From an optimization exercise on the open Yosys and OpenROAD flow, aimed at small area, a short achievable clock period and few clock cycles per item; shortcuts taken in it are not production practice.
RTL that was checked went through simulation tests only; none was proved equivalent to the original.
For run 5, only the layout was checked, not whether the RTL still works.
No activity file was given, so power comes from the tool's default toggle rates.

--- design/flow/config.mk ---
export PLATFORM = sky130hd
export DESIGN_NAME = upscale2x_top
export DESIGN_NICKNAME = upscale2x_top
export VERILOG_FILES = /design/flow/design.v
export SDC_FILE = /design/flow/constraint.sdc
export NUM_CORES = 4
export LEC_CHECK = 0
export CAP_MARGIN = 20
export CORE_MARGIN = 2
export CORE_UTILIZATION = 50
export CTS_BUF_LIST = sky130_fd_sc_hd__clkbuf_16
export CTS_CLUSTER_DIAMETER = 60
export CTS_CLUSTER_SIZE = 25
export PLACE_DENSITY = 0.6
export SETUP_SLACK_MARGIN = 3.4
export SLEW_MARGIN = 20
--- design/flow/constraint.sdc ---
create_clock -name core_clock -period 6.0 [get_ports {i_clk}]
set_input_delay 1.2000 -clock core_clock [delete_from_list [all_inputs] [get_ports {i_clk}]]
set_output_delay 1.2000 -clock core_clock [all_outputs]
set_load 0.01 [all_outputs]
--- design/flow/design.v ---
package usc_pkg;
    localparam int CFG_W          = 11;
    localparam int CFG_IDX_W      = 1;
    localparam int COORD_W        = 11;
    localparam int DEF_MAX_WIDTH  = 256;
    localparam int DEF_MAX_HEIGHT = 1024;
    localparam int DEF_PIXEL_BITS = 8;
endpackage
module usc_line_ram #(
    parameter int SPACING = 8,
    parameter int PORTS   = 32,
    parameter int DATA_W  = usc_pkg::DEF_PIXEL_BITS
) (
    input  logic                 i_clk,
    input  logic                 i_we,
    input  logic [PORTS/4-1:0]   i_sel_hi,
    input  logic [3:0]           i_sel_lo,
    input  logic [DATA_W-1:0]    i_wdata,
    output logic [DATA_W-1:0]    o_rdata
);
    localparam int RING = SPACING * PORTS;
    logic [RING-1:0][DATA_W-1:0]  r_ring;
    logic [PORTS-1:0][DATA_W-1:0] port_q;
    logic [PORTS-1:0]             sel;
    for (genvar k = 0; k < PORTS; k++) begin : g_port
        assign sel[k]    = i_sel_hi[k / 4] && i_sel_lo[k % 4];
        assign port_q[k] = sel[k] ? r_ring[k * SPACING] : '0;
    end
    for (genvar j = 0; j < RING; j++) begin : g_stage
        localparam int NEXT = (j + 1) % RING;
        if (NEXT % SPACING == 0) begin : g_wr
            always_ff @(posedge i_clk) begin
                if (i_we && sel[NEXT / SPACING]) begin
                    r_ring[j] <= i_wdata;
                end else begin
                    r_ring[j] <= r_ring[NEXT];
                end
            end
        end else begin : g_sh
            always_ff @(posedge i_clk) begin
                r_ring[j] <= r_ring[NEXT];
            end
        end
    end
    always_comb begin
        o_rdata = '0;
        for (int k = 0; k < PORTS; k++) begin
            o_rdata = o_rdata | port_q[k];
        end
    end
endmodule
module usc_emit #(
    parameter int PIXEL_BITS = usc_pkg::DEF_PIXEL_BITS,
    parameter int CW         = 8,
    parameter int RW         = 10
) (
    input  logic                  i_clk,
    input  logic                  i_rst_n,
    input  logic                  i_valid,
    input  logic [PIXEL_BITS-1:0] i_pix,
    input  logic [PIXEL_BITS-1:0] i_above,
    input  logic                  i_last_row,
    input  logic                  i_last_col,
    output logic                  o_take,
    output logic                  o_res_valid,
    input  logic                  i_res_ready,
    output logic [usc_pkg::COORD_W-1:0] o_res_row,
    output logic [usc_pkg::COORD_W-1:0] o_res_col,
    output logic [PIXEL_BITS-1:0] o_res_pixel,
    output logic                  o_res_run_last,
    output logic                  o_res_frame_end
);
    logic                  r_g_valid;
    logic [PIXEL_BITS-1:0] r_p;
    logic [PIXEL_BITS-1:0] r_above;
    logic [PIXEL_BITS-1:0] r_mid;
    logic [PIXEL_BITS-1:0] r_midprev;
    logic                  r_last_row;
    logic                  r_last_col;
    logic                  r_has_left;
    logic                  r_has_up;
    logic                  has_up;
    logic                  has_left;
    logic                  r_last;
    logic [RW-1:0]         r_row;
    logic [CW-1:0]         r_col;
    logic                  r_rb;
    logic                  r_ra;
    logic                  r_cb;
    logic                  r_ca;
    logic                  r_o_valid;
    logic [RW:0]           r_o_row;
    logic [CW:0]           r_o_col;
    logic [PIXEL_BITS-1:0] r_o_pix;
    logic                  r_o_last;
    logic                  r_o_fend;
    logic [PIXEL_BITS:0]   sum_mid;
    logic [PIXEL_BITS:0]   sum_v;
    logic [PIXEL_BITS:0]   sum_midprev;
    logic [PIXEL_BITS:0]   sum_diag;
    logic                  adv;
    logic                  row_end;
    logic                  col_end;
    logic                  last;
    logic                  load;
    logic                  first_last;
    logic                  next_last;
    assign sum_mid     = {1'b0, r_p} + {1'b0, i_pix};
    assign sum_midprev = {1'b0, r_above} + {1'b0, i_above};
    assign sum_v       = {1'b0, r_above} + {1'b0, r_p};
    assign sum_diag    = {1'b0, r_midprev} + {1'b0, r_mid};
    assign adv     = !r_o_valid || i_res_ready;
    assign row_end = r_last_row ? r_ra : !r_rb;
    assign col_end = r_last_col ? r_ca : !r_cb;
    assign last    = r_last;
    assign has_left   = !r_last_col;
    assign has_up     = r_last_col ? !r_last_row : r_has_up;
    assign first_last = !has_up && !i_last_row && !has_left && !i_last_col;
    assign next_last  = col_end ? ((r_rb ? !r_last_row : r_last_row) && !r_has_left && !r_last_col)
                                : (row_end && (!r_cb || !r_last_col));
    assign load    = i_valid && (!r_g_valid || (adv && last));
    assign o_take  = load;
    always_ff @(posedge i_clk) begin
        if (!i_rst_n) begin
            r_g_valid  <= 1'b0;
            r_o_valid  <= 1'b0;
            r_last_row <= 1'b1;
            r_last_col <= 1'b1;
            r_row      <= '0;
            r_col      <= '0;
        end else begin
            if (adv) begin
                r_o_valid <= r_g_valid;
            end
            if (load) begin
                r_g_valid  <= 1'b1;
                r_last_row <= i_last_row;
                r_last_col <= i_last_col;
                if (r_last_col) begin
                    r_col <= '0;
                    r_row <= r_last_row ? '0 : r_row + 1'b1;
                end else begin
                    r_col <= r_col + 1'b1;
                end
            end else if (adv && last) begin
                r_g_valid  <= 1'b0;
            end
        end
    end
    always_ff @(posedge i_clk) begin
        if (load) begin
            r_last <= first_last;
            r_rb <= has_up;
            r_ra <= 1'b0;
            r_cb <= has_left;
            r_ca <= 1'b0;
        end else if (r_g_valid && adv) begin
            r_last <= next_last;
            if (col_end) begin
                r_cb <= r_has_left;
                r_ca <= 1'b0;
                r_rb <= 1'b0;
                r_ra <= !r_rb;
            end else begin
                r_cb <= 1'b0;
                r_ca <= !r_cb;
            end
        end
    end
    always_ff @(posedge i_clk) begin
        if (load) begin
            r_has_left <= has_left;
            r_has_up   <= has_up;
            r_p       <= i_pix;
            r_above   <= i_above;
            r_mid     <= sum_mid[PIXEL_BITS:1];
            r_midprev <= sum_midprev[PIXEL_BITS:1];
        end
    end
    always_ff @(posedge i_clk) begin
        if (adv && r_g_valid) begin
            r_o_row  <= r_rb ? {r_row - 1'b1, 1'b1} : {r_row, r_ra};
            r_o_col  <= r_cb ? {r_col - 1'b1, 1'b1} : {r_col, r_ca};
            r_o_pix  <= r_rb ? (r_cb ? sum_diag[PIXEL_BITS:1] : sum_v[PIXEL_BITS:1])
                             : (r_cb ? r_mid : r_p);
            r_o_last <= last;
            r_o_fend <= last && r_last_row && r_last_col;
        end
    end
    assign o_res_valid     = r_o_valid;
    assign o_res_row       = usc_pkg::COORD_W'(r_o_row);
    assign o_res_col       = usc_pkg::COORD_W'(r_o_col);
    assign o_res_pixel     = r_o_pix;
    assign o_res_run_last  = r_o_last;
    assign o_res_frame_end = r_o_fend;
endmodule
module image_upscale_2x_averaging #(
    parameter int MAX_WIDTH  = usc_pkg::DEF_MAX_WIDTH,
    parameter int MAX_HEIGHT = usc_pkg::DEF_MAX_HEIGHT,
    parameter int PIXEL_BITS = usc_pkg::DEF_PIXEL_BITS
) (
    input  logic                          i_clk,
    input  logic                          i_rst_n,
    input  logic                          i_cfg_we,
    input  logic [usc_pkg::CFG_IDX_W-1:0] i_cfg_idx,
    input  logic [usc_pkg::CFG_W-1:0]     i_cfg_data,
    input  logic                          i_pix_valid,
    output logic                          o_pix_ready,
    input  logic [PIXEL_BITS-1:0]         i_pix_data,
    output logic                          o_res_valid,
    input  logic                          i_res_ready,
    output logic [usc_pkg::COORD_W-1:0]   o_res_row,
    output logic [usc_pkg::COORD_W-1:0]   o_res_col,
    output logic [PIXEL_BITS-1:0]         o_res_pixel,
    output logic                          o_res_run_last,
    output logic                          o_res_frame_end
);
    localparam int CW = $clog2(MAX_WIDTH);
    localparam int RW = $clog2(MAX_HEIGHT);
    logic [CW-1:0]                  r_last_col;
    logic [RW-1:0]                  r_last_row;
    logic [CW-1:0]                  cw_last_col;
    logic [RW-1:0]                  cw_last_row;
    always_comb begin
        if (i_cfg_data == '0) begin
            cw_last_col = '0;
        end else if (32'(i_cfg_data) > MAX_WIDTH) begin
            cw_last_col = CW'(MAX_WIDTH - 1);
        end else begin
            cw_last_col = CW'(i_cfg_data - 1'b1);
        end
        if (i_cfg_data == '0) begin
            cw_last_row = '0;
        end else if (32'(i_cfg_data) > MAX_HEIGHT) begin
            cw_last_row = RW'(MAX_HEIGHT - 1);
        end else begin
            cw_last_row = RW'(i_cfg_data - 1'b1);
        end
    end
    always_ff @(posedge i_clk) begin
        if (!i_rst_n) begin
            r_last_col <= CW'(MAX_WIDTH - 1);
            r_last_row <= RW'(MAX_HEIGHT - 1);
        end else if (i_cfg_we) begin
            if (i_cfg_idx == 1'b0) r_last_col <= cw_last_col;
            if (i_cfg_idx == 1'b1) r_last_row <= cw_last_row;
        end
    end
    localparam int SPACING = 8;
    localparam int PORTS   = (MAX_WIDTH + SPACING - 1) / SPACING;
    localparam int RING    = SPACING * PORTS;
    localparam int PW      = $clog2(RING);
    localparam int QDEPTH  = 4;
    localparam int QW      = $clog2(QDEPTH);
    logic                  r_ready;
    logic                  r_a_valid;
    logic [PIXEL_BITS-1:0] r_a_pix;
    logic                  r_a_last_row;
    logic                  r_a_last_col;
    logic [CW-1:0]         r_col;
    logic [RW-1:0]         r_row;
    logic                  accept;
    logic                  cur_last_col;
    logic                  cur_last_row;
    assign accept       = i_pix_valid && r_ready;
    assign o_pix_ready  = r_ready;
    assign cur_last_col = (r_col == r_last_col);
    assign cur_last_row = (r_row == r_last_row);
    always_ff @(posedge i_clk) begin
        if (!i_rst_n) begin
            r_col   <= '0;
            r_row   <= '0;
        end else if (accept) begin
            if (cur_last_col) begin
                r_col <= '0;
                r_row <= cur_last_row ? '0 : r_row + 1'b1;
            end else begin
                r_col <= r_col + 1'b1;
            end
        end
    end
    always_ff @(posedge i_clk) begin
        if (accept) begin
            r_a_pix      <= i_pix_data;
            r_a_last_row <= cur_last_row;
            r_a_last_col <= cur_last_col;
        end
    end
    logic [PW-1:0]         r_zero_pos;
    logic [PW-1:0]         r_pos;
    logic [PW-1:0]         zero_pos_n;
    logic [PW-1:0]         pos_n;
    logic [PORTS/4-1:0]    r_sel_hi;
    logic [3:0]            r_sel_lo;
    logic [PW-1:0]         port_n;
    logic [QW:0]           r_q_count;
    logic [QW:0]           q_count_n;
    logic                  r_q_full;
    logic                  r_q_empty;
    logic                  q_full_n;
    logic                  q_empty_n;
    logic                  r_at_port;
    logic                  step;
    logic                  pop;
    logic                  a_valid_n;
    logic [PIXEL_BITS-1:0] above;
    function automatic logic [PW-1:0] ring_dec(input logic [PW-1:0] p);
        logic [PW-1:0] d;
        if (p == '0) begin
            d = PW'(RING - 1);
        end else begin
            d = p - 1'b1;
        end
        ring_dec = d;
    endfunction
    function automatic logic at_port(input logic [PW-1:0] p);
        at_port = ((p % SPACING) == 0);
    endfunction
    assign step       = r_a_valid && r_at_port && !r_q_full;
    assign zero_pos_n = ring_dec(r_zero_pos);
    assign port_n     = pos_n / SPACING;
    assign pos_n      = !step ? ring_dec(r_pos) : (r_a_last_col ? zero_pos_n : r_pos);
    assign a_valid_n  = accept || (r_a_valid && !step);
    assign q_count_n  = r_q_count + step - pop;
    assign q_full_n   = (r_q_count == QDEPTH) ? !pop : ((r_q_count == QDEPTH - 1) && step && !pop);
    assign q_empty_n  = (r_q_count == '0) ? !step : ((r_q_count == 1) && pop && !step);
    always_ff @(posedge i_clk) begin
        if (!i_rst_n) begin
            r_zero_pos <= '0;
            r_pos      <= '0;
            r_sel_hi   <= (PORTS/4)'(1);
            r_sel_lo   <= 4'(1);
            r_a_valid  <= 1'b0;
            r_q_count  <= '0;
            r_q_full   <= 1'b0;
            r_q_empty  <= 1'b1;
            r_at_port  <= 1'b1;
            r_ready    <= 1'b1;
        end else begin
            r_zero_pos <= zero_pos_n;
            r_pos      <= pos_n;
            r_sel_hi   <= (PORTS/4)'(1) << (port_n / 4);
            r_sel_lo   <= 4'(1) << (port_n % 4);
            r_a_valid  <= a_valid_n;
            r_q_count  <= q_count_n;
            r_q_full   <= q_full_n;
            r_q_empty  <= q_empty_n;
            r_at_port  <= at_port(pos_n);
            r_ready    <= !a_valid_n || (at_port(pos_n) && !q_full_n);
        end
    end
    usc_line_ram #(
        .SPACING (SPACING),
        .PORTS   (PORTS),
        .DATA_W  (PIXEL_BITS)
    ) u_line_ram (
        .i_clk      (i_clk),
        .i_we       (step),
        .i_sel_hi   (r_sel_hi),
        .i_sel_lo   (r_sel_lo),
        .i_wdata    (r_a_pix),
        .o_rdata    (above)
    );
    logic [QDEPTH-1:0][PIXEL_BITS-1:0] r_q_pix;
    logic [QDEPTH-1:0][PIXEL_BITS-1:0] r_q_above;
    logic [QDEPTH-1:0][1:0]            r_q_last;
    for (genvar i = 0; i < QDEPTH; i++) begin : g_q
        logic [PIXEL_BITS-1:0] next_pix;
        logic [PIXEL_BITS-1:0] next_above;
        logic [1:0]            next_last;
        if (i < QDEPTH - 1) begin : g_mid
            assign next_pix   = r_q_pix[i + 1];
            assign next_above = r_q_above[i + 1];
            assign next_last  = r_q_last[i + 1];
        end else begin : g_end
            assign next_pix   = r_q_pix[i];
            assign next_above = r_q_above[i];
            assign next_last  = r_q_last[i];
        end
        always_ff @(posedge i_clk) begin
            if (step && r_q_count == (QW+1)'(pop ? i + 1 : i)) begin
                r_q_pix[i]   <= r_a_pix;
                r_q_above[i] <= above;
                r_q_last[i]  <= {r_a_last_row, r_a_last_col};
            end else if (pop) begin
                r_q_pix[i]   <= next_pix;
                r_q_above[i] <= next_above;
                r_q_last[i]  <= next_last;
            end
        end
    end
    usc_emit #(
        .PIXEL_BITS (PIXEL_BITS),
        .CW         (CW),
        .RW         (RW)
    ) u_emit (
        .i_clk           (i_clk),
        .i_rst_n         (i_rst_n),
        .i_valid         (!r_q_empty),
        .i_pix           (r_q_pix[0]),
        .i_above         (r_q_above[0]),
        .i_last_row      (r_q_last[0][1]),
        .i_last_col      (r_q_last[0][0]),
        .o_take          (pop),
        .o_res_valid     (o_res_valid),
        .i_res_ready     (i_res_ready),
        .o_res_row       (o_res_row),
        .o_res_col       (o_res_col),
        .o_res_pixel     (o_res_pixel),
        .o_res_run_last  (o_res_run_last),
        .o_res_frame_end (o_res_frame_end)
    );
endmodule
module upscale2x_top (
    input  logic        i_clk,
    input  logic        i_rst_n,
    input  logic        i_cfg_we,
    input  logic [0:0]  i_cfg_idx,
    input  logic [10:0] i_cfg_data,
    input  logic        i_pix_valid,
    output logic        o_pix_ready,
    input  logic [7:0]  i_pix_data,
    output logic        o_res_valid,
    input  logic        i_res_ready,
    output logic [10:0] o_res_row,
    output logic [10:0] o_res_col,
    output logic [7:0]  o_res_pixel,
    output logic        o_res_run_last,
    output logic        o_res_frame_end
);
    image_upscale_2x_averaging #(
        .MAX_WIDTH  (256),
        .MAX_HEIGHT (1024),
        .PIXEL_BITS (8)
    ) u_core (
        .i_clk           (i_clk),
        .i_rst_n         (i_rst_n),
        .i_cfg_we        (i_cfg_we),
        .i_cfg_idx       (i_cfg_idx),
        .i_cfg_data      (i_cfg_data),
        .i_pix_valid     (i_pix_valid),
        .o_pix_ready     (o_pix_ready),
        .i_pix_data      (i_pix_data),
        .o_res_valid     (o_res_valid),
        .i_res_ready     (i_res_ready),
        .o_res_row       (o_res_row),
        .o_res_col       (o_res_col),
        .o_res_pixel     (o_res_pixel),
        .o_res_run_last  (o_res_run_last),
        .o_res_frame_end (o_res_frame_end)
    );
endmodule
--- design/flow/run.sh ---
#!/bin/bash
# synth_recipe.tcl (not shown) runs the flow's synth.tcl, then flattens the netlist and writes it again
# the make line also repeats each setting of config.mk as NAME=value (left out here)
make -C /OpenROAD-flow-scripts/flow DESIGN_CONFIG=/design/flow/config.mk WORK_HOME=/design/flow/orfs CLKGATE_MAP_FILE= SYNTH_SCRIPT=/design/flow/synth_recipe.tcl finish
==> run summary, run 1 <==
- Post-synth EDFFs: 149
- Final setup vio count: 0
- Clock sink total: roughly 2,300
- Via count: between 20,000 and 30,000
- Status: complete, no violations
- Share of the synthesized area in the top cell type: 75.0%
- GRT Residual Overflow: 0
- Final worst-path cycle share: 43.8%
- All-layer global routing usage: 18.0%
- Part of the power in the clock network: between 30 and 40%
- CP Depth: 4
- CP startpoint kind: register
- Max clock buf depth: 3
- PortBufs: 56
- Post-synthesis cell type count: a little over 80
- Syn Std Cell Area: 0.0572 sq mm
- Setup TNS Final: 0 ps
- Row count: 124
- Peak Freq: 381 MHz
- Max FO, Critical Path: 8
- Avg Cell Area, Syn: 16.0 sq um
- DP Area: roughly 0.06 sq mm
- Seq/Total Area, Yosys: roughly 83%
- Commonest non-fill, non-tap cells in the layout: dfxtp_1 (2,138), mux2_2 (291), edfxtp_1 (149)
- Core box area: 0.114 sq mm
- Fin nets: about 3,800
- Crit path max-delay family: simple AND/OR/NAND/NOR gates
- Sequential Power Share: 58.3%
- Max_slew headroom: 28.8%
- Int Power: about 22 mW
- DRT Pass-1 Iters: 5
- Top_reg_cell synth: dfxtp_1
- Post-route cell area: around 0.064 sq mm
- Max incr delay on CP: 650 ps
- Number of global-route vias before repair: 24,500
- Antenna-violating nets left: 0
- Post-Synthesis Cells: between 3,000 and 4,000
- P_sw: 7.45 mW
- PD cells: 461 mW/mm^2
- Slowest-stage cell, CP: nand2_1
- Layout fillers: 9,031
- Share of cells above drive strength 1: 16.8%
- Crit path buf inv count: 1
- RSZ-0062 raised after global routing: true
- Required time worst endpoint: approximately 6600 ps
- Clock Latency Late Sink: 720 ps
- Cell Chain, Critical Path: clkinv_1 -> nor2_2 -> nand2_1 -> mux2_2
- Area of the multi-input gates: between 0.009 and 0.01 sq mm
- Leakage: 25.3 nW
- #FFs+latches synth: 2,293
- VDD IR-drop max: 0.000262 V
- CTS tree: done
- R2R depth: 4
- Routability-driven placement congestion ratio: 0.766
- Vias per cell: 4.78
- Top cells by area, synth: dfxtp_1 (75%), edfxtp_1 (7.8%), mux2_2 (5.7%), a22oi_1 (1.0%), ha_1 (0.90%)
- Max-Cap Viols: 0
- Hold-critical path depth: 0
- Initial detailed-routing violation count: approximately 1,700
- Crit. End Element: register
- Seq. cell area: 0.0474 sq mm
- First-pass GRT wire length: 156,000 um
- DRC Markers: 0
- Worst-Margin Slew: 1070 ps
- Die Y: 342 um
- Setup Skew: 30.9 ps
- Final hold violation count: 0
- Synth async-reset ratio: 0%
- H-tree depth: 3
- Synth Warn #: 3
- Hold buffers post-CTS: 0
- Synth area leader: dfxtp_1
- Final min period: 2630 ps
- Initial antenna violation count: 2
- Crit Path Class: register to register
- Pins Over Slew Limit: 0
- Io pins: 59
- Routed length per placed instance: between 15 and 20 um
- DIE AREA: between 0.1 and 0.15 sq mm
- Worst path arrival time: roughly 3200 ps
- Clock-pin slew on the worst setup and hold paths: 90 ps
- Comb power frac: 10.9%
- CTS root buf: clkbuf_16
- Inserted Clock Buffers: 121
- Commonest non-fill, non-tap cell in the layout: dfxtp_1
- Initial Utilization: 50.2%
- Hold crit path type: register to register
- Wirelength, routed: 106,000 um
- Area grow syn2layout: 12.0%
- Switching Share: between 20 and 30%
- Die Width: around 340 um
- Largest net degree at the start of global routing: 42
- Post-DP HPWL: 65,200 um
[final cells by class]
cell class	count	area share, %
tap	1512	2.95
clock buffer	128	5.00
sequential	2293	74.0
clock inverter	78	1.17
timing repair buffer	109	1.54
inverter	45	0.314
multi-input combinational	1158	15.0
antenna	3	0.0117
timing repair inverter	2	0.0273
[cell families (layout without fill, tap and decap cells)]
logic type | after synthesis | count (layout) | share of synthesized area (%)
simple gates | 368 | 373 | 3.25
flops | 2293 | 2293 | 82.8
compound gates | 322 | 322 | 4.06
fa+ha+maj | 46 | 46 | 1.07
mux | 319 | 319 | 6.35
xor+xnor | 96 | 96 | 1.48
buf+inv | 134 | 362 | 0.947
other cells | 1 | 5 | 0.00655
[path summary, 6_finish.rpt]
kind / start / to / slack [ps]
hold / removal: u_core.u_line_ram.r_ring[485]$_DFF_P_ / u_core.u_line_ram.r_ring[477]$_DFF_P_ / 310
setup / recovery: u_core.r_sel_lo[3]$_SDFF_PN0_ / u_core.u_line_ram.r_ring[1210]$_DFF_P_ / 3370
setup reg to reg: u_core.r_sel_lo[3]$_SDFF_PN0_ / u_core.u_line_ram.r_ring[1210]$_DFF_P_ / 3370
hold reg to reg: u_core.u_line_ram.r_ring[485]$_DFF_P_ / u_core.u_line_ram.r_ring[477]$_DFF_P_ / 310
[through the flow]
step	instances	hold WS, ps	utilization, %	setup slack, ps	power, mW
after global placement	5096	310	52.4	1600	20.6
after CTS	5323	317	56.2	3250	29.8
after floorplan	3580	310	-	2620	19.5
final	5328	314	56.3	3370	29.5
after global routing	5325	317	56.3	3320	30.8
after detailed placement	5096	312	52.4	1520	20.7
[state kept, by name (all words and copies together) (netlist names), 9 cells and up]
signal / cells
u_core.u_line_ram.r_ring: 2048
u_core.r_q_above: 32
u_core.r_q_pix: 32
u_core.u_emit.r_o_row: 11
u_core.r_last_row: 10
u_core.r_row: 10
u_core.u_emit.r_row: 10
u_core.u_emit.r_o_col: 9
[worst reg2reg max path: stages (launching register included)]
cell,delay (ps)
dfxtp_1,400
clkinv_1,410
nor2_2,480
nand2_1,650
mux2_2,550
[timing repair]
item,4_1_cts,5_1_grt
cloned,7,0
hold endpoints to repair,0,0
buffers inserted,14,2
pin swaps,10,9
gates resized for setup,109,20
endpoints found under the setup margin,304,106
[routing by layer]
| metal | vias to the layer above | GRT usage, % | wire [um] | part of all wire, % |
|---|---|---|---|---|
| met5 | - | 0 | 0 | 0 |
| met4 | 0 | 4.93 | 2210 | 2.1 |
| met3 | 135 | 2.69 | 4890 | 4.6 |
| met2 | 476 | 28.5 | 47500 | 45 |
| met1 | 12400 | 26.0 | 51000 | 48 |
| li1 | 12400 | - | - | - |
[power by group through the flow]
stage                     Combinational (mW)  Clock [mW]  Sequential [mW]
after global placement                  3.08           0             17.5
after CTS                               3.23        9.32             17.2
final                                   3.23        9.08             17.2
after global routing                    3.54        9.88             17.3
after detailed placement                3.12           0             17.6
after floorplan                         2.16           0             17.3
[cell usage after synthesis (10+ instances only)]
cell type     n
dfxtp_1    2144
mux2_2      291
edfxtp_1    149
nand2_1     112
nor2_1       89
a22oi_1      80
a21oi_1      71
clkbuf_1     57
xnor2_1      56
ha_1         41
inv_1        39
xor2_1       39
nand3_1      34
o21ai_0      33
nor3_1       29
a22o_1       26
nand4_1      21
buf_2        19
mux2_1       19
a222oi_1     18
and3_1       12
a211oi_1     10
buf_1        10
Testbench counts, summed over its fixed seeds: cycles 177,538, items 176,616.
==> run 2: changes to the inputs <==
--- a/design/flow/design.v
+++ b/design/flow/design.v
@@ -14,5 +14,3 @@
     input  logic                 i_clk,
-    input  logic                 i_we,
-    input  logic [PORTS/4-1:0]   i_sel_hi,
-    input  logic [3:0]           i_sel_lo,
+    input  logic [PORTS-1:0]     i_sel,
     input  logic [DATA_W-1:0]    i_wdata,
@@ -23,6 +21,4 @@
     logic [PORTS-1:0][DATA_W-1:0] port_q;
-    logic [PORTS-1:0]             sel;
     for (genvar k = 0; k < PORTS; k++) begin : g_port
-        assign sel[k]    = i_sel_hi[k / 4] && i_sel_lo[k % 4];
-        assign port_q[k] = sel[k] ? r_ring[k * SPACING] : '0;
+        assign port_q[k] = i_sel[k] ? r_ring[k * SPACING] : '0;
     end
@@ -32,3 +28,3 @@
             always_ff @(posedge i_clk) begin
-                if (i_we && sel[NEXT / SPACING]) begin
+                if (i_sel[NEXT / SPACING]) begin
                     r_ring[j] <= i_wdata;
@@ -292,4 +288,5 @@
     logic [PW-1:0]         pos_n;
-    logic [PORTS/4-1:0]    r_sel_hi;
-    logic [3:0]            r_sel_lo;
+    logic [PORTS-1:0]      r_sel;
+    logic                  r_step;
+    logic                  step_n;
     logic [PW-1:0]         port_n;
@@ -318,3 +315,4 @@
     endfunction
-    assign step       = r_a_valid && r_at_port && !r_q_full;
+    assign step       = r_step;
+    assign step_n     = a_valid_n && at_port(pos_n) && !q_full_n;
     assign zero_pos_n = ring_dec(r_zero_pos);
@@ -330,4 +328,4 @@
             r_pos      <= '0;
-            r_sel_hi   <= (PORTS/4)'(1);
-            r_sel_lo   <= 4'(1);
+            r_sel      <= '0;
+            r_step     <= 1'b0;
             r_a_valid  <= 1'b0;
@@ -341,4 +339,4 @@
             r_pos      <= pos_n;
-            r_sel_hi   <= (PORTS/4)'(1) << (port_n / 4);
-            r_sel_lo   <= 4'(1) << (port_n % 4);
+            r_sel      <= step_n ? (PORTS'(1) << port_n) : '0;
+            r_step     <= step_n;
             r_a_valid  <= a_valid_n;
@@ -357,5 +355,3 @@
         .i_clk      (i_clk),
-        .i_we       (step),
-        .i_sel_hi   (r_sel_hi),
-        .i_sel_lo   (r_sel_lo),
+        .i_sel      (r_sel),
         .i_wdata    (r_a_pix),
@@ -379,4 +375,8 @@
         end
+        logic load_here;
+        logic load_shift;
+        assign load_here  = step && (r_q_count == (QW+1)'(i));
+        assign load_shift = step && (r_q_count == (QW+1)'(i + 1));
         always_ff @(posedge i_clk) begin
-            if (step && r_q_count == (QW+1)'(pop ? i + 1 : i)) begin
+            if (pop ? load_shift : load_here) begin
                 r_q_pix[i]   <= r_a_pix;
--- a/design/flow/config.mk
+++ b/design/flow/config.mk
@@ -9,3 +9,3 @@
 export CORE_MARGIN = 2
-export CORE_UTILIZATION = 50
+export CORE_UTILIZATION = 65
 export CTS_BUF_LIST = sky130_fd_sc_hd__clkbuf_16
@@ -13,4 +13,4 @@
 export CTS_CLUSTER_SIZE = 25
-export PLACE_DENSITY = 0.6
-export SETUP_SLACK_MARGIN = 3.4
+export PLACE_DENSITY = 0.75
+export SETUP_SLACK_MARGIN = 4.0
 export SLEW_MARGIN = 20
==> run 2 against run 1 <==
  * Sequential share of layout area decreased by 1.9 points
  * Utilization increased by 19 points
  * Clock power decreased by 7.7%
  * Routed wire length increased by 11%
  * Clock skew increased by 38 ps
  * Critical path depth decreased by 3
  * Final area increased by 3.7%
  * First-iteration DRC count increased by 23%
  * Global-route usage increased by 7.0 points
  * Die area decreased by 22%
  * Sequential cell count increased by 19
  * Count of clock-buffer cells in the layout decreased by 16
  * Largest cell class unchanged
==> run summary, run 2 <==
- Required time worst endpoint: ~4800 ps
- Post-Synthesis Cells: between 3,000 and 4,000
- Avg Cell Area, Syn: 16.0 sq um
- Core box area: 0.0880 sq mm
- Part of the power in the clock network: between 20 and 30%
- Status: complete, no violations
- GRT Residual Overflow: 0
- Cell Chain, Critical Path: buf_2
- CP startpoint kind: register
- Max FO, Critical Path: 1
- Initial Utilization: 65.3%
- Synth async-reset ratio: 0%
- Peak Freq: roughly 400 MHz
- Worst path arrival time: 1280 ps
- Worst-Margin Slew: 601 ps
- Number of non-filler instances in the completed layout: 5,093
- Final min period: 2480 ps
- Routability-driven placement congestion ratio: ~0.85
- Largest net degree at the start of global routing: 50
- PortBufs: 56
- Via count: ~27,000
- Initial detailed-routing violation count: 2,073
- Top_reg_cell synth: dfxtp_1
- Switching Share: between 20% and 30%
- Antenna-violating nets left: 0
- Row count: between 100 and 150
- RSZ-0062 raised after global routing: true
- Post-synth EDFFs: approximately 150
- Final worst-path cycle share: 41.3%
- H-tree depth: 3
- Top cells by area, synth: dfxtp_1 (75%), edfxtp_1 (7.8%), mux2_2 (6.1%), a22oi_1 (1.7%), ha_1 (0.89%)
- Die Y: between 300 and 400 um
- CTS tree: done
- Seq/Total Area, Yosys: 83.2%
- All-layer global routing usage: 25.0%
- Count leader, synth: dfxtp_1
- Post-DP HPWL: 58,500 um
- Min Hold Slack: 288 ps
- Slowest-stage cell, CP: edfxtp_1
- Hold buffers post-CTS: 0
- Post-synthesis cell type count: 75
- Setup slack after layout: 3520 ps
- Crit Path Class: register to primary output
- Syn Std Cell Area: 0.0575 sq mm
- Initial antenna violation count: 2
- Clock Latency Late Sink: around 740 ps
- Crit. End Element: primary output
- Synth Warn #: 3
- Leakage: between 20 and 30 nW
- #FFs+latches synth: 2,312
- Setup Skew: 69.0 ps
- Crit path max-delay family: flip-flops
- Max clock buf depth: 3
- DRT Pass-1 Iters: 7
- Max FFs per register: 2,048
- Max_slew headroom: 59.7%
- PD cells: 439 mW/mm^2
- Layout fillers: around 4,800
- First-pass GRT wire length: 169,000 um
- Commonest non-fill, non-tap cell in the layout: dfxtp_1
- Seq. cell area: 0.0479 sq mm
- Clock sink total: around 2,300
- DRC Markers: 0
- Die Width: 301 um
- Fin nets: slightly below 4,000
- Share of the synthesized area in the top cell type: 75.4%
- Commonest non-fill, non-tap cells in the layout: dfxtp_1 (2,131), mux2_2 (279), edfxtp_1 (149)
- Final hold violation count: 0
- Setup TNS Final: 0 ps
- CTS root buf: clkbuf_16
- Wirelength, routed: 117,000 um
- Sequential Power Share: 57.7%
- Routed length per placed instance: 23.0 um
- Max-Cap Viols: 0
- Int Power: 21.8 mW
- DIE AREA: 0.0908 sq mm
- Inserted Clock Buffers: 110
- Total Power: 29.2 mW
- Comb power frac: 13.5%
- Max incr delay on CP: 390 ps
- Placed Instances: 4,734
- Area of the multi-input gates: 0.0106 sq mm
- VDD IR-drop max: 0.000266 V
- Share of cells above drive strength 1: 25.3%
- Io pins: between 50 and 60
- Number of global-route vias before repair: 27,600
- Vias per cell: about 5.3
- Setup slack at placement: 1560 ps
- Pins Over Slew Limit: 0
- P_sw: 7.33 mW
- Most flops, register: u_core.u_line_ram.r_ring
- Hold crit path type: register to register
- Final setup vio count: 0
- Synth area leader: dfxtp_1
- Clock-pin slew on the worst setup and hold paths: 100 ps
- Commonest cells in the netlist: dfxtp_1 (2,163), mux2_2 (310), edfxtp_1 (149)
- Crit path buf inv count: 1
- Area grow syn2layout: 15.6%
## run 2: worst register-to-register path, delay by kind of cell, from the launching register on
| family | cells | cell delay (ps) |
|---|---|---|
| AOI/OAI and AO/OA | 2 | 600 |
| DFF | 1 | 530 |
| buffers and inverters | 2 | 300 |
| and+or+nand+nor | 3 | 790 |
## run 2: final timing paths
check	startpoint	to	slack, ps	depth (start not counted)
min	u_core.u_line_ram.r_ring[264]$_DFF_P_	u_core.u_line_ram.r_ring[256]$_DFF_P_	290	0
max reg2reg	u_core.r_step$_SDFF_PN0_	u_core.r_sel[18]$_SDFF_PN0_	3690	7
min reg2reg	u_core.u_line_ram.r_ring[264]$_DFF_P_	u_core.u_line_ram.r_ring[256]$_DFF_P_	290	0
max	u_core.u_emit.r_o_row[10]$_DFFE_PP_	o_res_row[10]	3520	1
## run 2: final cells by class
type	instances	share of cell area, %
inverter	44	0.290
clock inverter	47	0.863
antenna	1	0.00377
timing repair buffer	276	4.39
multi-input combinational	1135	16.0
sequential	2312	72.1
timing repair inverter	1	0.00753
tap	1165	2.19
clock buffer	112	4.22
## run 2: power by group through the flow
stage	combinational (mW)	clock [mW]	sequential, mW
after floorplan	2.11	0	17.0
after global placement	2.58	0	17.1
after detailed placement	2.70	0	17.2
after CTS	3.44	8.44	16.8
after global routing	4.22	8.99	16.9
final	3.95	8.38	16.8
## run 2: logic make-up (layout without fill, tap and decap cells)
kind of cell	count (synthesis)	after routing	synth area share, %
flops	2312	2312	83.2
simple gates	375	385	3.39
mux	319	319	6.34
compound gates	287	287	3.50
buf+inv	162	480	1.08
xor+xnor	96	96	1.46
fa+ha+maj	46	46	1.07
other cells	1	3	0.00653
## run 2: metal layers
layer / routed length [um] / track usage [%] / vias to the layer above
li1: - / - / 12600
met1: 51100 / 33.9 / 13500
met2: 56000 / 41.7 / 757
met3: 5640 / 3.36 / 250
met4: 4560 / 8.97 / 0
met5: 0 / 0 / -
## run 2: what timing repair did
action,in CTS,in global routing
gates cloned,17,2
buffers inserted,148,32
resized for setup,437,133
endpoints found under the setup margin,352,185
pin swaps,86,66
## run 2: stage by stage
| step | area [sq um] | utilization [%] |
|---|---|---|
| global placement | 59500 | 67.7 |
| global route | 66400 | 75.5 |
| floorplan | 57800 | - |
| finish | 66400 | 75.5 |
| CTS | 65600 | 74.5 |
| detailed placement | 59500 | 67.7 |
Testbench counts of run 2, summed over its fixed seeds: cycles 177,538, items 176,616.
==> run 3: changes to the inputs <==
--- a/design/flow/config.mk
+++ b/design/flow/config.mk
@@ -14,3 +14,3 @@
 export PLACE_DENSITY = 0.75
-export SETUP_SLACK_MARGIN = 4.0
+export SETUP_SLACK_MARGIN = 3.4
 export SLEW_MARGIN = 20
==> run 3 against run 2 <==
  * Count of clock-buffer cells in the layout stayed put
  * Register-to-register slack worse by 250 ps
  * Area after synthesis unchanged
  * Fmax shrank 3.2%
  * Critical path depth increased by 4
  * Hold slack gained 18 ps
  * Power fell by 4.6%
  * Cell count down 3.5%
  * Utilization shrank 3.9 points
  * Synthesized cell count stayed put
  * Critical endpoint is now u_core.r_q_above[4]$_DFFE_PP_
==> run summary, run 3 <==
- Status: complete, no violations
- Post-Synthesis Cells: 3,598
- Setup TNS Final: 0 ps
- Via count: 25,400
- Max clock buf depth: 3
- Largest net degree at the start of global routing: 50
- Die Width: 301 um
- GRT Residual Overflow: 0
- Number of global-route vias before repair: 24,900
- Crit Path Class: register to register
- Avg Cell Area, Syn: 16.0 sq um
- Commonest cells in the netlist: dfxtp_1 (2,163), mux2_2 (310), edfxtp_1 (149)
- Synth Warn #: 3
- Hold-critical path depth: 0
- Final min period: around 2600 ps
- Required time worst endpoint: 6450 ps
- Final worst-path cycle share: roughly 43%
- Worst R2R End: u_core.r_q_above[4]$_DFFE_PP_
- Initial detailed-routing violation count: 1,590
- Routed length per placed instance: 20.1 um
- Top_reg_cell synth: dfxtp_1
- Inserted Clock Buffers: 110
- Peak Freq: 391 MHz
- RSZ-0062 raised after global routing: false
- Hold crit path type: register to register
- Worst path arrival time: 3010 ps
- Antenna-violating nets left: 0
- Crit Reg-Reg Startpoint: u_core.r_sel[23]$_SDFF_PN0_
- Routability-driven placement congestion ratio: 0.847
- CTS root buf: clkbuf_16
- Min Hold Slack: roughly 300 ps
- Commonest non-fill, non-tap cell in the layout: dfxtp_1
- CTS tree: done
- R2R depth: 5
- DIE AREA: 0.0908 sq mm
- Synth async-reset ratio: 0%
- Count leader, synth: dfxtp_1
- Worst R2R Setup Slack: 3440 ps
- First-pass GRT wire length: 148,000 um
- Initial Utilization: 65.3%
- PD cells: 442 mW/mm^2
- Final hold violation count: 0
- Initial antenna violation count: 1
- Synth area leader: dfxtp_1
- Max-Cap Viols: 0
- Crit. End Element: register
- Post-synth EDFFs: 149
- Clock Latency Late Sink: 710 ps
- Vias per cell: between 5 and 6
- Syn Std Cell Area: 0.0575 sq mm
- Leakage: 24.8 nW
- Wirelength, routed: approximately 99,000 um
- Clock sink total: ~2,300
- Die Y: 301 um
- DRT Pass-1 Iters: 5
- Most flops, register: u_core.u_line_ram.r_ring
- VDD IR-drop max: 0.000361 V
- Max_slew headroom: 37.9%
- PortBufs: 56
- Worst Min Path Start: u_core.u_line_ram.r_ring[1757]$_DFF_P_
- Hold Path Sink: u_core.u_line_ram.r_ring[1749]$_DFF_P_
- Commonest non-fill, non-tap cells in the layout: dfxtp_1 (2,151), mux2_2 (310), edfxtp_1 (149)
- Clock-pin slew on the worst setup and hold paths: 100 ps
- H-tree depth: 3
- Worst-Margin Slew: 931 ps
- Post-synthesis cell type count: 75
- Final setup vio count: 0
- Seq/Total Area, Yosys: between 80 and 90%
- Io pins: 59
- Max FO, Critical Path: 10
- Share of cells above drive strength 1: 15.4%
- Share of the synthesized area in the top cell type: 75.4%
- Row count: 109
- Fin nets: 3,773
- Pins Over Slew Limit: 0
- Hold buffers post-CTS: 0
- CP startpoint kind: register
- All-layer global routing usage: 21.7%
- DRC Markers: 0
- Core box area: 0.0880 sq mm
- Max FFs per register: approximately 2,000
- Top cells by area, synth: dfxtp_1 (75%), edfxtp_1 (7.8%), mux2_2 (6.1%), a22oi_1 (1.7%), ha_1 (0.89%)
- Area grow syn2layout: 9.68%
- Post-DP HPWL: 58,100 um
- #FFs+latches synth: 2,312
- Setup Skew: 31.2 ps
run 3: area by class of cell:
cell class,count,area (sq um)
sequential,2312,47800
fill,5421,24900
tap,1165,1460
clock inverter,48,467
antenna,1,2.50
multi-input combinational,1126,9260
timing repair buffer,108,1060
clock buffer,112,2800
inverter,44,179
run 3: cells by family after synthesis:
logic type | share of synthesized area [%]
other cells | 0.00653
buf+inv | 1.08
flops | 83.2
fa+ha+maj | 1.07
mux | 6.34
simple gates | 3.39
xor+xnor | 1.46
compound gates | 3.50
run 3: timing repair:
item	in CTS	in global routing
hold endpoints to repair	0	0
pin swaps	4	2
cloned	4	0
resized for setup	65	26
setup endpoints to repair	194	82
buffers inserted	10	2
run 3: per-stage QoR:
step	cells	total power, mW	utilization (%)	instance area [sq um]	setup WS [ps]
after global placement	4739	19.7	67.5	59400	1700
after floorplan	3599	19.1	-	57600	2830
after detailed placement	4739	19.8	67.5	59400	1670
after global routing	4915	28.9	71.6	63000	3390
final	4916	27.8	71.6	63000	3440
after CTS	4913	27.9	71.5	62900	3400
run 3: worst max-delay path, cell delays in order, from the launching register on:
cell and delay, ps:
dfxtp_1 540, buf_4 350, a22oi_1 190, nand4_1 150, or4_1 730, mux2_2 340
run 3: how the worst max path moves through the flow:
stage / start / to / slack [ps] / cells after the start
4_1_cts: u_core.u_emit.r_o_pix[1]$_DFFE_PP_ / o_res_pixel[1] / 3400 / 1
3_3_place_gp: i_res_ready / u_core.r_q_count[2]$_SDFF_PN0_ / 1700 / 13
2_1_floorplan: i_res_ready / u_core.r_q_count[2]$_SDFF_PN0_ / 2830 / 13
5_1_grt: i_cfg_data[4] / u_core.r_last_col[2]$_SDFFE_PN1P_ / 3390 / 7
6_report: u_core.r_sel[23]$_SDFF_PN0_ / u_core.r_q_above[4]$_DFFE_PP_ / 3440 / 5
3_5_place_dp: i_res_ready / u_core.r_q_count[2]$_SDFF_PN0_ / 1670 / 13
run 3: power by group:
part	switching (mW)	internal [mW]
combinational	1.59	1.26
clock	4.62	3.55
sequential	0.414	16.4
run 3: routing by layer:
layer	vias to the layer above	global-route usage, %	wire (um)
met5	-	0	0
met4	0	5.89	2230
li1	12200	-	-
met1	12600	31.0	47100
met2	435	35.0	45900
met3	124	3.19	3610
==> run 4: changes to the inputs <==
--- a/design/flow/config.mk
+++ b/design/flow/config.mk
@@ -14,3 +14,3 @@
 export PLACE_DENSITY = 0.75
-export SETUP_SLACK_MARGIN = 3.4
+export SETUP_SLACK_MARGIN = 3.7
 export SLEW_MARGIN = 20
==> run 4 against run 3 <==
  * Clock power increased by 6.2%
  * Combinational power up 8.1%
  * Utilization increased by 0.79 points
  * Fmax up 5.3%
  * Setup slack improved by 130 ps
  * Critical endpoint is now o_res_row[8]
  * Largest power group unchanged
  * Non-clock buffer count grew 32
  * Largest cell class unchanged
==> run summary, run 4 <==
- Antenna-violating nets left: 0
- Clock-pin slew on the worst setup and hold paths: 90 ps
- Synth Warn #: 3
- Top_reg_cell synth: dfxtp_1
- DRT Pass-1 Iters: 5
- Crit Reg-Reg Startpoint: u_core.u_emit.r_p[1]$_DFFE_PP_
- Post-synth EDFFs: 149
- PortBufs: 56
- PD cells: 448 mW/mm^2
- Status: complete, no violations
- Inserted Clock Buffers: between 100 and 150
- Routed length per placed instance: 19.7 um
- Avg Cell Area, Syn: about 16 sq um
- Max_slew headroom: 45.8%
- Pins Over Slew Limit: 0
- CTS tree: done
- Area grow syn2layout: 10.9%
- Crit path max-delay family: flip-flops
- Crit path buf inv count: 1
- Final worst-path cycle share: 40.5%
- Commonest non-fill, non-tap cells in the layout: dfxtp_1 (2,142), mux2_2 (302), edfxtp_1 (149)
- Hold crit path type: register to register
- Final hold violation count: 0
- Final setup vio count: 0
- Synth Area in Adders: 1.07%
- Max incr delay on CP: 390 ps
- XOR/XNOR share of the synthesized area: approximately 1.5%
- Post-synthesis cell type count: 75
- First-pass GRT wire length: approximately 150,000 um
- Peak Freq: 411 MHz
- Commonest non-fill, non-tap cell in the layout: dfxtp_1
- Clock sink total: 2,312
- Via count: 25,200
- Worst path arrival time: around 1200 ps
- Layout fillers: 5,315
- Post-Synthesis Cells: 3,598
- Count leader, synth: dfxtp_1
- Syn Std Cell Area: 0.0575 sq mm
- Most flops, register: u_core.u_line_ram.r_ring
- Commonest cells in the netlist: dfxtp_1 (2,163), mux2_2 (310), edfxtp_1 (149)
- Wirelength, routed: 97,500 um
- CP startpoint kind: register
- H-tree depth: 3
- Largest family of logic cells by synthesized area: multiplexers
- Post-Synth Simple-Gate Area: under 10%
- Slowest-stage cell, CP: edfxtp_1
- Core box area: 0.0880 sq mm
- Io pins: 59
- Post-synthesis mux area share: 6.34%
- Initial antenna violation count: 0
- Seq. cell area: about 0.048 sq mm
- Total Power: ~29 mW
- Row count: 109
- CTS root buf: clkbuf_16
- Worst Min Path Start: u_core.u_line_ram.r_ring[937]$_DFF_P_
- Crit. End Element: primary output
- Hold buffers post-CTS: 0
- Die Width: 301 um
- Number of global-route vias before repair: about 25,000
- Initial Utilization: 65.3%
- Die Y: 301 um
- GRT Residual Overflow: 0
- Final min period: 2430 ps
- DIE AREA: between 0.09 and 0.1 sq mm
- Max FFs per register: 2,048
- Required time worst endpoint: 4800 ps
- Cell Chain, Critical Path: buf_2
- Area of the multi-input gates: 0.00955 sq mm
- Share of cells above drive strength 1: 18.9%
- Post-synthesis compound-gate area fraction: ~3.5%
- Initial detailed-routing violation count: 1,702
- Crit Path Class: register to primary output
- Max clock buf depth: 3
- Largest net degree at the start of global routing: 53
- RSZ-0062 raised after global routing: true
- Setup crit start: u_core.u_emit.r_o_row[8]$_DFFE_PP_
- Setup Skew: between 20 and 25 ps
- Max FO, Critical Path: 1
- Top cells by area, synth: dfxtp_1 (75%), edfxtp_1 (7.8%), mux2_2 (6.1%), a22oi_1 (1.7%), ha_1 (0.89%)
- DRC Markers: 0
- Placed Instances: 4,740
- Seq/Total Area, Yosys: 83.2%
- Fin nets: 3,808
- #FFs+latches synth: 2,312
- Final Util: 72.4%
- Setup slack after layout: 3570 ps
- Share of the synthesized area in the top cell type: 75.4%
- Clock Latency Late Sink: 700 ps
- VDD IR-drop max: around 0.00037 V
- Synth area leader: dfxtp_1
- Routability-driven placement congestion ratio: 0.817
- Max-Cap Viols: 0
- Synth async-reset ratio: 0%
- All-layer global routing usage: around a fifth
- Leakage: 25.2 nW
- Setup TNS Final: 0 ps
- Number of non-filler instances in the completed layout: 4,962
- Setup slack at placement: roughly 1600 ps
- Vias per cell: slightly above 5
- Worst-Margin Slew: 814 ps
- Post-DP HPWL: 56,200 um
run 4: path summary, 6_finish.rpt:
path	depth (start not counted)	slack, ps	end
worst max-delay path	1	3570	o_res_row[8]
worst min-delay path	0	320	u_core.u_line_ram.r_ring[929]$_DFF_P_
worst max register to register	8	3720	u_core.u_emit.r_o_pix[5]$_DFFE_PP_
worst min register to register	0	320	u_core.u_line_ram.r_ring[929]$_DFF_P_
run 4: layout make-up:
cell class,instances,area share [%]
Sequential cell,2312,75.1
Clock buffer,116,4.56
Multi-Input combinational cell,1126,15.0
Tap cell,1165,2.29
Timing Repair Buffer,140,1.76
Inverter,44,0.281
Antenna cell,1,0.00393
Clock inverter,58,1.07
run 4: through the flow:
step,cell area [sq um],hold WS [ps]
after floorplan,57700,310
after global placement,59500,309
after global routing,63700,321
after detailed placement,59500,312
final,63700,323
after CTS,63300,323
run 4: kinds of logic after synthesis:
kind of cell / Yosys count
DFF: 2312
and+or+nand+nor: 375
muxes: 319
AOI/OAI and AO/OA: 287
buffers and inverters: 162
xor gates and xnor gates: 96
adders and majority gates: 46
other: 1
run 4: per-layer routing:
metal	global-route usage, %	wire, um	vias to the layer above
li1	-	-	12300
met1	30.9	46800	12300
met2	33.3	43900	465
met3	3.15	3860	153
met4	7.30	2880	0
met5	0	0	-
run 4: report_power, final:
group / switching (mW) / internal [mW]
Combinational: 1.70 / 1.37
Clock: 4.66 / 4.02
Sequential: 0.391 / 16.4
Total: 6.75 / 21.8
run 4: repair_timing:
| action | in CTS | in global routing |
|---|---|---|
| setup endpoints to repair | 270 | 146 |
| buffers inserted | 21 | 25 |
| hold endpoints to repair | 0 | 0 |
| gates cloned | 1 | 0 |
| pin swaps | 10 | 29 |
| gates resized for setup | 189 | 71 |
==> run 5: changes to the inputs <==
--- a/design/flow/design.v
+++ b/design/flow/design.v
@@ -244,3 +244,3 @@
     end
-    localparam int SPACING = 8;
+    localparam int SPACING = 16;
     localparam int PORTS   = (MAX_WIDTH + SPACING - 1) / SPACING;
@@ -248,3 +248,3 @@
     localparam int PW      = $clog2(RING);
-    localparam int QDEPTH  = 4;
+    localparam int QDEPTH  = 6;
     localparam int QW      = $clog2(QDEPTH);
==> design/flow/flow/run.sh (new file) <==
#!/bin/bash
# The standard layout, with clock tree synthesis told not to add dummy loads
export CTS_ARGS="-sink_clustering_enable -repair_clock_nets -sink_clustering_size 25 -sink_clustering_max_diameter 60 -buf_list sky130_fd_sc_hd__clkbuf_16 -dont_use_dummy_load"
bash standard.sh > standard.log 2>&1
==> design/flow/standard.sh (new file) <==
#!/bin/bash
# synth_recipe.tcl (not shown) runs the flow's synth.tcl, then flattens the netlist and writes it again
# the make line also repeats each setting of config.mk as NAME=value (left out here)
make -C /OpenROAD-flow-scripts/flow DESIGN_CONFIG=/design/flow/config.mk WORK_HOME=/design/flow/orfs CLKGATE_MAP_FILE= SYNTH_SCRIPT=/design/flow/synth_recipe.tcl "${@:-finish}"
removed: design/flow/run.sh
==> run 5 against run 4 <==
  * Cell count is 4.7% lower
  * Clock power is 13% lower
  * Non-clock buffer count is 3 lower
  * Highest routed layer unchanged
  * Critical endpoint is now o_res_col[0]
  * Power is 3.6% lower
  * Register-to-register slack worse by 40 ps
  * Critical path depth stayed put
  * Setup slack better by 42 ps
  * Still clean on timing, DRC and antenna
  * Hold slack worse by 59 ps
==> run summary, run 5 <==
- Status: complete, no violations
- Avg Cell Area, Syn: 16.6 sq um
- Post-synthesis cell type count: 74
- Io pins: 59
- Share of the synthesized area in the top cell type: 76.0%
- Routed length per placed instance: approximately 18 um
- First-pass GRT wire length: 136,000 um
- DRT Pass-1 Iters: 5
- Cell Chain, Critical Path: buf_2
- Commonest cells in the netlist: dfxtp_1 (2,148), mux2_2 (220), edfxtp_1 (185)
- Initial Utilization: 65.4%
- Worst path arrival time: 1190 ps
- Layout fillers: 5,071
- Seq. cell area: approximately 0.049 sq mm
- Max FFs per register: roughly 2,000
- Fin nets: between 3,000 and 4,000
- Crit Path Class: register to primary output
- Area grow syn2layout: 10.2%
- Clock sink total: around 2,300
- Commonest non-fill, non-tap cell in the layout: dfxtp_1
- Setup crit end: o_res_col[0]
- DIE AREA: 0.0894 sq mm
- Final setup vio count: 0
- Final hold violation count: 0
- CP startpoint kind: register
- CTS root buf: clkbuf_16
- H-tree depth: 3
- Share of cells above drive strength 1: 16.1%
- Max incr delay on CP: 380 ps
- Row count: 108
- Peak Freq: 418 MHz
- RSZ-0062 raised after global routing: true
- Syn Std Cell Area: 0.0566 sq mm
- Initial antenna violation count: 0
- Post-DP HPWL: 49,700 um
- Synth Warn #: 3
- Setup slack after layout: 3610 ps
- Leakage: 24.5 nW
- Worst R2R Setup Slack: 3680 ps
- Routability-driven placement congestion ratio: 0.832
- Initial detailed-routing violation count: 1,478
- Post-Synthesis Cells: 3,402
- DRC Markers: 0
- Synth async-reset ratio: 0%
- R2R depth: 8
- Crit path buf inv count: 1
- Setup crit start: u_core.u_emit.r_o_col[0]$_SDFFCE_PP1P_
- Min Hold Slack: 264 ps
- Inserted Clock Buffers: 110
- Post-synth EDFFs: between 150 and 200
- Most flops, register: u_core.u_line_ram.r_ring
- Count leader, synth: dfxtp_1
- Die Y: about 300 um
- Hold crit path type: register to register
- Largest regs: u_core.u_line_ram.r_ring (2048), u_core.r_q_above (48), u_core.r_q_pix (48)
- Top_reg_cell synth: dfxtp_1
- Clock-pin slew on the worst setup and hold paths: 90 ps
- Number of global-route vias before repair: 24,300
- Required time worst endpoint: 4800 ps
- CP Depth: 1
- Setup slack at placement: 1410 ps
- Worst R2R End: u_core.r_sel[11]$_SDFF_PN0_
- Top cells by area, synth: dfxtp_1 (76%), edfxtp_1 (9.8%), mux2_2 (4.4%), ha_1 (1.0%), xnor2_1 (0.74%)
- Max_slew headroom: 23.3%
- Via count: roughly 24,000
- Antenna-violating nets left: 0
- Die Width: 299 um
- Setup Skew: 99.6 ps
- All-layer global routing usage: 19.4%
- Setup TNS Final: 0 ps
- #FFs+latches synth: 2,333
- CTS tree: done
- Vias per cell: 5.07
- VDD IR-drop max: 0.000320 V
- Worst-Margin Slew: 1150 ps
- Area of the multi-input gates: 0.00806 sq mm
- Max FO, Critical Path: 1
- Max clock buf depth: 3
- Crit Reg-Reg Startpoint: u_core.r_pos[1]$_SDFF_PN0_
- Crit path max-delay family: flip-flops
- PortBufs: 56
- Commonest non-fill, non-tap cells in the layout: dfxtp_1 (2,134), mux2_2 (212), edfxtp_1 (185)
- Largest net degree at the start of global routing: 32
- Max-Cap Viols: 0
- Wirelength, routed: just under 90,000 um
- Slowest-stage cell, CP: edfxtp_1
- Final worst-path cycle share: 39.8%
- GRT Residual Overflow: 0
- Core box area: 0.0865 sq mm
- Pins Over Slew Limit: 0
- Final min period: 2390 ps
- PD cells: 442 mW/mm^2
- Crit. End Element: primary output
- Clock Latency Late Sink: 690 ps
- Synth area leader: dfxtp_1
- Hold buffers post-CTS: 0
- Seq/Total Area, Yosys: 85.9%
[run 5: cells by family (layout without fill, tap and decap cells)]
group	Yosys count	count (layout)	share of synthesized area (%)
xor+xnor	96	96	1.49
other cells	1	3	0.00663
simple gates	342	349	3.12
compound gates	220	220	2.78
fa+ha+maj	50	50	1.17
mux	229	229	4.63
flops	2333	2333	85.9
buf+inv	131	293	0.947
[run 5: through the flow]
stage	power [mW]	cell area (sq um)	cells	util (%)
floorplan	19.1	56900	3403	-
global placement	19.6	58600	4548	67.7
detailed placement	19.8	58600	4548	67.7
CTS	27.4	61800	4692	71.5
global route	28.6	62300	4727	72.0
finish	27.5	62300	4728	72.1
[run 5: cell type report]
class	instances	area share (%)
clock buffer	110	4.42
multi-input combinational	946	12.9
antenna	1	0.00402
sequential	2333	78.0
timing repair buffer	137	2.03
tap	1155	2.32
inverter	46	0.327
[run 5: worst min-delay path by stage]
stage                                                   endpoint  slack, ps  depth (start not counted)                                    from
final                      u_core.u_line_ram.r_ring[680]$_DFF_P_        260                          0   u_core.u_line_ram.r_ring[688]$_DFF_P_
after global placement    u_core.u_line_ram.r_ring[1873]$_DFF_P_        310                          0  u_core.u_line_ram.r_ring[1881]$_DFF_P_
after global routing       u_core.u_line_ram.r_ring[666]$_DFF_P_        260                          0   u_core.u_line_ram.r_ring[674]$_DFF_P_
after CTS                  u_core.u_line_ram.r_ring[680]$_DFF_P_        250                          0   u_core.u_line_ram.r_ring[688]$_DFF_P_
after floorplan              u_core.u_line_ram.r_ring[0]$_DFF_P_        310                          0     u_core.u_line_ram.r_ring[8]$_DFF_P_
after detailed placement  u_core.u_line_ram.r_ring[1123]$_DFF_P_        310                          0  u_core.u_line_ram.r_ring[1131]$_DFF_P_
[run 5: power breakdown]
group	switching [mW]	internal, mW	leakage (nW)
clock	4.26	3.26	1.36
combinational	1.66	1.42	4.03
sequential	0.413	16.5	19.1
[run 5: what timing repair did]
| action | CTS | global route |
|---|---|---|
| resized for setup | 191 | 63 |
| pin swaps | 23 | 20 |
| setup buffers | 26 | 31 |
| endpoints found under the setup margin | 369 | 218 |
| cloned | 8 | 4 |
[run 5: routing by layer]
layer	vias up	GRT usage, %	routed length (um)
li1	11600	-	-
met1	11800	27.6	40800
met2	486	31.5	40600
met3	160	2.62	3280
met4	0	5.60	2110
met5	-	0	0
==> run 6: changes to the inputs <==
--- a/design/flow/design.v
+++ b/design/flow/design.v
@@ -244,3 +244,3 @@
     end
-    localparam int SPACING = 16;
+    localparam int SPACING = 8;
     localparam int PORTS   = (MAX_WIDTH + SPACING - 1) / SPACING;
@@ -248,3 +248,3 @@
     localparam int PW      = $clog2(RING);
-    localparam int QDEPTH  = 6;
+    localparam int QDEPTH  = 4;
     localparam int QW      = $clog2(QDEPTH);
==> run 6 against run 5 <==
  * Still clean
  * Utilization decreased by 0.48 points
  * Setup slack improved by 7.5 ps
  * Sequential share of layout area down 2.0 points
  * Final area increased by 1.0%
  * Area after synthesis increased by 1.6%
  * Clock power rose by 2%
  * Clock skew shrank 30 ps
  * Register-to-register slack gained 50 ps
  * Largest power group unchanged
==> run summary, run 6 <==
- Status: complete, no violations
- Number of global-route vias before repair: between 20,000 and 25,000
- Routability-driven placement congestion ratio: 0.817
- Max FFs per register: 2,048
- Crit path max-delay family: flip-flops
- Initial antenna violation count: 0
- Slowest-stage cell, CP: edfxtp_1
- Layout fillers: 5,428
- Hold crit path type: register to register
- Worst R2R End: u_core.u_emit.r_o_pix[5]$_DFFE_PP_
- Avg Cell Area, Syn: 16.0 sq um
- Clock Latency Late Sink: 680 ps
- H-tree depth: 3
- Post-route cell area: 0.0630 sq mm
- Crit Path Class: register to primary output
- Clock sink total: 2,312
- Post-Synthesis Cells: 3,598
- Hold Path Sink: u_core.u_line_ram.r_ring[929]$_DFF_P_
- Commonest non-fill, non-tap cells in the layout: dfxtp_1 (2,143), mux2_2 (302), edfxtp_1 (149)
- Row count: 109
- Crit Reg-Reg Startpoint: u_core.u_emit.r_p[1]$_DFFE_PP_
- Placed Instances: around 4,700
- Share of the synthesized area in the top cell type: 75.4%
- Setup TNS Final: 0 ps
- R2R depth: 8
- Worst R2R Setup Slack: 3730 ps
- DRC Markers: 0
- Max_slew headroom: 48.2%
- GRT Residual Overflow: 0
- Final worst-path cycle share: 39.7%
- CTS root buf: clkbuf_16
- Peak Freq: between 400 and 500 MHz
- Count leader, synth: dfxtp_1
- Worst Min Path Start: u_core.u_line_ram.r_ring[937]$_DFF_P_
- Worst-Margin Slew: 777 ps
- Area grow syn2layout: 9.58%
- Die Width: 301 um
- Worst path arrival time: 1180 ps
- Post-synthesis cell type count: 75
- Inserted Clock Buffers: 113
- CTS tree: done
- Max-Cap Viols: 0
- Via count: 25,000
- All-layer global routing usage: 21.1%
- Commonest non-fill, non-tap cell in the layout: dfxtp_1
- Leakage: approximately 25 nW
- Final Util: 71.6%
- PD cells: about 440 mW/mm^2
- Max FO, Critical Path: 1
- Synth async-reset ratio: 0%
- Pins Over Slew Limit: 0
- Wirelength, routed: 96,700 um
- Cell Chain, Critical Path: buf_2
- CP startpoint kind: register
- Vias per cell: 5.11
- Final hold violation count: 0
- Final setup vio count: 0
- PortBufs: 56
- RSZ-0062 raised after global routing: true
- Commonest cells in the netlist: dfxtp_1 (2,163), mux2_2 (310), edfxtp_1 (149)
- DP Area: 0.0595 sq mm
- Max clock buf depth: 3
- Top cells by area, synth: dfxtp_1 (75%), edfxtp_1 (7.8%), mux2_2 (6.1%), a22oi_1 (1.7%), ha_1 (0.89%)
- Initial Utilization: 65.3%
- Number of non-filler instances in the completed layout: 4,896
- Io pins: 59
- Die Y: around 300 um
- Hold-critical path depth: 0
- Synth area leader: dfxtp_1
- Synth Warn #: 3
- Top_reg_cell synth: dfxtp_1
- Share of cells above drive strength 1: between 10% and 20%
- Largest net degree at the start of global routing: 53
- Syn Std Cell Area: 0.0575 sq mm
- Setup Skew: 69.4 ps
- Core box area: 0.0880 sq mm
- Antenna-violating nets left: 0
- Post-DP HPWL: 56,200 um
- DRT Pass-1 Iters: 5
- Required time worst endpoint: 4800 ps
- Max incr delay on CP: 370 ps
- VDD IR-drop max: 0.000344 V
- Crit path buf inv count: 1
- #FFs+latches synth: approximately 2,300
- Routed length per placed instance: 19.7 um
- Post-synth EDFFs: about 150
- Min Hold Slack: slightly above 300 ps
- Most flops, register: u_core.u_line_ram.r_ring
- Crit. End Element: primary output
- Final min period: 2380 ps
- DIE AREA: a little over 0.09 sq mm
- First-pass GRT wire length: 144,000 um
- Clock-pin slew on the worst setup and hold paths: around 90 ps
- Fin nets: 3,803
- Hold buffers post-CTS: 0
- Seq/Total Area, Yosys: 83.2%
- Initial detailed-routing violation count: 1,746
-- run 6: power by group --
group / internal, mW / switching [mW] / total [mW]
logic: 1.37 / 1.72 / 3.08
clock network: 3.35 / 4.30 / 7.64
registers: 16.4 / 0.391 / 16.8
total: 21.1 / 6.41 / 27.5
-- run 6: kinds of logic after synthesis --
group | after synthesis | share of synthesized area [%]
flops | 2312 | 83.2
simple gates | 375 | 3.39
mux | 319 | 6.34
compound gates | 287 | 3.50
buf+inv | 162 | 1.08
xor+xnor | 96 | 1.46
fa+ha+maj | 46 | 1.07
other cells | 1 | 0.00653
-- run 6: metal layers --
metal  up-vias  global-route usage (%)  wire length, um
met5         -                       0                0
met2       452                    33.6            44300
met1     12200                    30.5            46500
met3       143                    2.92             3840
met4         0                    6.20             2140
li1      12300                       -                -
-- run 6: how the worst max path moves through the flow --
| stage | start | endpoint | slack, ps | depth (start not counted) |
|---|---|---|---|---|
| 2_1_floorplan | i_res_ready | u_core.r_q_count[2]$_SDFF_PN0_ | 2830 | 13 |
| 3_3_place_gp | i_res_ready | u_core.r_q_above[6]$_DFFE_PP_ | 1710 | 7 |
| 3_5_place_dp | i_res_ready | u_core.r_q_pix[2]$_DFFE_PP_ | 1580 | 7 |
| 4_1_cts | u_core.u_emit.r_o_row[8]$_DFFE_PP_ | o_res_row[8] | 3560 | 1 |
| 5_1_grt | u_core.u_emit.r_o_row[8]$_DFFE_PP_ | o_res_row[8] | 3550 | 1 |
| 6_report | u_core.u_emit.r_o_col[8]$_DFFE_PP_ | o_res_col[8] | 3620 | 1 |
-- run 6: final cells by class --
| cell class | instances | area (sq um) | share of cell area, % |
|---|---|---|---|
| Antenna cell | 1 | 2.50 | 0.00397 |
| Clock buffer | 113 | 2830 | 4.49 |
| Inverter | 44 | 181 | 0.288 |
| Multi-Input combinational cell | 1126 | 9560 | 15.2 |
| Sequential cell | 2312 | 47800 | 76.0 |
| Tap cell | 1165 | 1460 | 2.32 |
| Timing Repair Buffer | 134 | 1100 | 1.74 |
| Timing Repair inverter | 1 | 5.00 | 0.00795 |
-- run 6: repair_timing --
action	CTS	global route
cloned	1	2
gates resized for setup	192	76
setup endpoints to repair	280	151
pin swaps	10	27
setup buffers	22	17
-- run 6: stage by stage --
step,power [mW],setup WS (ps)
after floorplan,19.1,2830
after detailed placement,19.8,1580
after CTS,27.4,3560
after global placement,19.7,1710
final,27.5,3620
after global routing,28.6,3550
Testbench counts of run 6, summed over its fixed seeds: cycles 177,538, items 176,616.

[what the ideal ports hide]
In the flow no input, the clock included, has a driving cell. The finished layouts below were timed again as built, in two steps. Step 1 assumes that a clkbuf_16 drives the clock port and a buf_2 every other input. Step 2 adds t to the input delays and takes it off the output delays; t is the mean of the earliest and latest rising clock arrival at the registers after step 1. Input paths then give back, and output paths get back, about the clock's delay inside the block. a / b / c = ideal ports / drivers / drivers and shift; a / b = the first two.
run	t (ns)	setup slack, ns	latest minus earliest clock arrival (ns)
run 1	0.771	3.374 / 3.374 / 2.683	0.034 / 0.034
run 2	0.774	3.521 / 3.450 / 2.984	0.071 / 0.070
run 3	0.764	3.439 / 3.386 / 2.745	0.039 / 0.039
run 4	0.749	3.568 / 3.504 / 2.983	0.024 / 0.024
run 5	0.715	3.610 / 3.543 / 2.949	0.116 / 0.116
run 6	0.713	3.617 / 3.555 / 2.982	0.082 / 0.081
After both steps every run listed still meets setup and hold. The setup slack of run 3, which loses most, moves by -0.053 ns with the drivers and by -0.694 ns with both steps.
